What follows belongs to an exercise in optimizing a design on an open flow for small area; a production flow would make more cautious choices. Function was checked by simulation only, so behaviour that the tests miss may differ from the original. Power is estimated from default activity; no workload was simulated. No driver is modelled on the clock port, so clocking that relies on it looks cheaper here than on a real chip.

==> flow/design.v (excerpt) <==
module cpuCore (
    input  logic                    clk,
    input  logic                    rstN,
    input  logic [32-1:0]    instr,
    output logic [32-1:0]    instrAddr,
    output logic                    instrRead,
    output logic                    regWrEn,
    output logic [5-1:0]  regWrAddr,
    output logic [32-1:0]    regWrData,
    output logic                    excValid,
    output cpuPkg::excCause_t       excCause
);
==> flow/config.mk <==
export PLATFORM = sky130hd
export DESIGN_NAME = cpuCore
export DESIGN_NICKNAME = cpuCore
export VERILOG_FILES = /design/flow/design.v
export SDC_FILE = /design/flow/constraint.sdc
export NUM_CORES = 4
export LEC_CHECK = 0
export CAP_MARGIN = 20
export CORE_MARGIN = 2
export CORE_UTILIZATION = 70
export CTS_BUF_LIST = sky130_fd_sc_hd__clkbuf_16
export CTS_CLUSTER_DIAMETER = 50
export CTS_CLUSTER_SIZE = 28
export GPL_ROUTABILITY_DRIVEN = 1
export PLACE_DENSITY = 0.8
export SLEW_MARGIN = 20
==> flow/constraint.sdc <==
create_clock -name core_clock -period 10.0 [get_ports {clk}]
set_input_delay 2.0000 -clock core_clock [delete_from_list [all_inputs] [get_ports {clk}]]
set_output_delay 2.0000 -clock core_clock [all_outputs]
set_load 0.01 [all_outputs]
standard.sh (not shown) runs the stock make flow with config.mk's settings and CLKGATE_MAP_FILE= SYNTH_SCRIPT=/design/flow/synth_recipe.tcl, a recipe that flattens the netlist after the stock synthesis.
==> flow/flow/run.sh <==
#!/bin/bash
# Own layout flow: the standard ORFS flow (standard.sh, unchanged synthesis), with the
# clock tree built from clkbuf_16 leaf buffers without dummy loads, and the ports buffered
# with buf_1. All tool output goes to standard_flow.log here and to ORFS's own logs.
set -euo pipefail
export CTS_ARGS="-sink_clustering_enable -repair_clock_nets -dont_use_dummy_load -sink_clustering_size 32 -sink_clustering_max_diameter 80 -buf_list sky130_fd_sc_hd__clkbuf_16"
export BUFFER_PORTS_ARGS="-buffer_cell sky130_fd_sc_hd__buf_1"
bash standard.sh finish > standard_flow.log 2>&1
The starting point passed the timing, DRC and antenna checks.
Next try:
--- a/flow/flow/run.sh
+++ b/flow/flow/run.sh
@@ -5,3 +5,3 @@
 set -euo pipefail
-export CTS_ARGS="-sink_clustering_enable -repair_clock_nets -dont_use_dummy_load -sink_clustering_size 32 -sink_clustering_max_diameter 80 -buf_list sky130_fd_sc_hd__clkbuf_16"
+export CTS_ARGS="-sink_clustering_enable -repair_clock_nets -dont_use_dummy_load -sink_clustering_size 28 -sink_clustering_max_diameter 50 -buf_list sky130_fd_sc_hd__clkbuf_16"
 export BUFFER_PORTS_ARGS="-buffer_cell sky130_fd_sc_hd__buf_1"
=> The changed run completed without violations; via count goes up by 0.98%; final cell count goes up by 0.38%; design area goes up by 0.74%; die area stays the same; setup slack gets worse by 88 ps; clock-buffer cell count goes up by 9; worst hold slack gets better by 7.6 ps; clock skew goes down by 7.1 ps; power goes up by 2.9%; routed wire length hardly moves; maximum frequency goes down by 1.4%.

---

Another version of the RTL of cpuCore (not shown whole).
Size: about 1800 cells after synthesis, ~1200 flip-flops, roughly 110 I/O pins, ~29000 µm² of cells after synthesis.
==> flow/config.mk <==
export PLATFORM = sky130hd
export DESIGN_NAME = cpuCore
export DESIGN_NICKNAME = cpuCore
export VERILOG_FILES = /design/flow/design.v
export SDC_FILE = /design/flow/constraint.sdc
export NUM_CORES = 4
export LEC_CHECK = 0
export CAP_MARGIN = 20
export CORE_MARGIN = 2
export CORE_UTILIZATION = 70
export CTS_BUF_LIST = sky130_fd_sc_hd__clkbuf_16
export CTS_CLUSTER_DIAMETER = 50
export CTS_CLUSTER_SIZE = 28
export GPL_ROUTABILITY_DRIVEN = 1
export PLACE_DENSITY = 0.8
export SLEW_MARGIN = 20
==> flow/constraint.sdc <==
create_clock -name core_clock -period 10.0 [get_ports {clk}]
set_input_delay 2.0000 -clock core_clock [delete_from_list [all_inputs] [get_ports {clk}]]
set_output_delay 2.0000 -clock core_clock [all_outputs]
set_load 0.01 [all_outputs]
==> flow/flow/run.sh <==
#!/bin/bash
# Own layout flow: the standard ORFS flow (standard.sh, unchanged synthesis), with the
# clock tree built from clkbuf_16 leaf buffers without dummy loads, and the ports buffered
# with buf_1. All tool output goes to standard_flow.log here and to ORFS's own logs.
set -euo pipefail
export CTS_ARGS="-sink_clustering_enable -repair_clock_nets -dont_use_dummy_load -sink_clustering_size 28 -sink_clustering_max_diameter 50 -buf_list sky130_fd_sc_hd__clkbuf_16"
export BUFFER_PORTS_ARGS="-buffer_cell sky130_fd_sc_hd__buf_1"
bash standard.sh finish > standard_flow.log 2>&1
The first run completed with no timing, DRC or antenna violations.
==> next run, changes <==
==> flow/run.sh (new file) <==
#!/bin/bash
# synth_recipe.tcl (not shown) runs the flow's synth.tcl, then flattens the netlist and writes it again
# the make line also repeats each setting of config.mk as NAME=value (left out here)
make -C /OpenROAD-flow-scripts/flow DESIGN_CONFIG=/design/flow/config.mk WORK_HOME=/design/flow/orfs CLKGATE_MAP_FILE= SYNTH_SCRIPT=/design/flow/synth_recipe.tcl finish
removed: flow/flow/run.sh
removed: flow/standard.sh
Result: The changed run passed the timing, DRC and antenna checks. Register-to-register slack improved by 0.03 ns. Die area stays the same. Global-route usage climbs by 2.1 points. First-iteration DRC count climbs by 7.9%. Routed wire length climbs by 8.0%. Final cell count climbs by 1.3%. Clock skew drops by 0.063 ns. Count of clock-buffer cells in the layout climbs by 3. Setup slack got worse by 0.29 ns. Total power climbs by 4.4%.

---

cpuCore with an RTL version that a note above also has.
Size: ~1700 cells after synthesis, roughly 110 I/O pins, roughly 0.028 mm^2 of cells after synthesis.
// cpuCore
module cpuCore (
    input  logic                    clk,
    input  logic                    rstN,
    input  logic [32-1:0]    instr,
    output logic [32-1:0]    instrAddr,
    output logic                    instrRead,
    output logic                    regWrEn,
    output logic [5-1:0]  regWrAddr,
    output logic [32-1:0]    regWrData,
    output logic                    excValid,
    output cpuPkg::excCause_t       excCause
);
export LEC_CHECK = 0
export CAP_MARGIN = 20
export CORE_MARGIN = 2
export CORE_UTILIZATION = 70
export CTS_BUF_LIST = sky130_fd_sc_hd__clkbuf_16
export CTS_CLUSTER_DIAMETER = 50
export CTS_CLUSTER_SIZE = 28
export GPL_ROUTABILITY_DRIVEN = 1
export PLACE_DENSITY = 0.8
export SLEW_MARGIN = 20
create_clock -name core_clock -period 10.0 [get_ports {clk}]
==> flow/flow/run.sh <==
#!/bin/bash
# Own layout flow: the standard ORFS flow (standard.sh, unchanged synthesis), with the
# clock tree built from clkbuf_16 leaf buffers without dummy loads, and the ports buffered
# with buf_1. All tool output goes to standard_flow.log here and to ORFS's own logs.
set -euo pipefail
export CTS_ARGS="-sink_clustering_enable -repair_clock_nets -dont_use_dummy_load -sink_clustering_size 32 -sink_clustering_max_diameter 45 -buf_list sky130_fd_sc_hd__clkbuf_16"
export BUFFER_PORTS_ARGS="-buffer_cell sky130_fd_sc_hd__buf_1"
bash standard.sh finish > standard_flow.log 2>&1
Change:
==> flow/flow/run.sh (replaced) <==
#!/bin/bash
# Own layout flow: the standard ORFS flow (standard.sh, unchanged synthesis), with the
# clock tree built from clkbuf_16 leaf buffers without dummy loads, and the ports buffered
# with buf_1. All tool output goes to standard_flow.log here and to ORFS's own logs.
set -euo pipefail
export CTS_ARGS="-sink_clustering_enable -repair_clock_nets -dont_use_dummy_load -sink_clustering_size 30 -sink_clustering_max_diameter 120 -buf_list sky130_fd_sc_hd__clkbuf_16"
export BUFFER_PORTS_ARGS="-buffer_cell sky130_fd_sc_hd__buf_1"
bash standard.sh finish > standard_flow.log 2>&1
The changed run went through all stages and came out clean.
Design area fell by about 1.7%.
Sequential share of layout area came out higher by 1.4 points.
Power goes down by about 6%.
Wire length fell by about 3.8%.
Count of clock-buffer cells in the layout goes down by 21.

-- separate check: timing with driven ports --
In the flow no input, the clock included, has a driving cell. The finished layouts below were timed again as built, in two steps.
Step 1 (the two cells are an assumption about what drives the block):
set clk [get_ports {clk}]
set_driving_cell -lib_cell sky130_fd_sc_hd__clkbuf_16 $clk
set_driving_cell -lib_cell sky130_fd_sc_hd__buf_2 [delete_from_list [all_inputs] $clk]
Step 2, shift: input delay + t, output delay - t, t = (earliest + latest rising clock arrival at the registers) / 2. This alone moves slack from input paths to output paths.
Slacks: no drivers / after step 1 / after step 2; pairs: no drivers / after step 1.
run | t, ns | setup slack, ns | worst setup path at the end | worst register clock-pin slew, ns
the first run of note 1 | 0.635 | 3.863 / 3.900 / 3.264 | input to register | 0.12 / 0.12
the second run of note 1 | 0.652 | 3.775 / 3.810 / 3.157 | input to register | 0.11 / 0.11
the first run of note 2 | 0.648 | 3.135 / 3.139 / 2.491 | input to register | 0.10 / 0.10
the second run of note 2 | 0.708 | 2.840 / 2.850 / 2.142 | input to register | 0.11 / 0.11
the first run of note 3 | 0.644 | 3.781 / 3.819 / 3.175 | input to register | 0.12 / 0.12
the second run of note 3 | 0.638 | 3.788 / 3.825 / 3.187 | input to register | 0.11 / 0.11
After both steps every run listed still meets setup and hold. The setup slack of the second run of note 2, which loses most, moves by +0.010 ns with the drivers and by -0.698 ns with both steps.
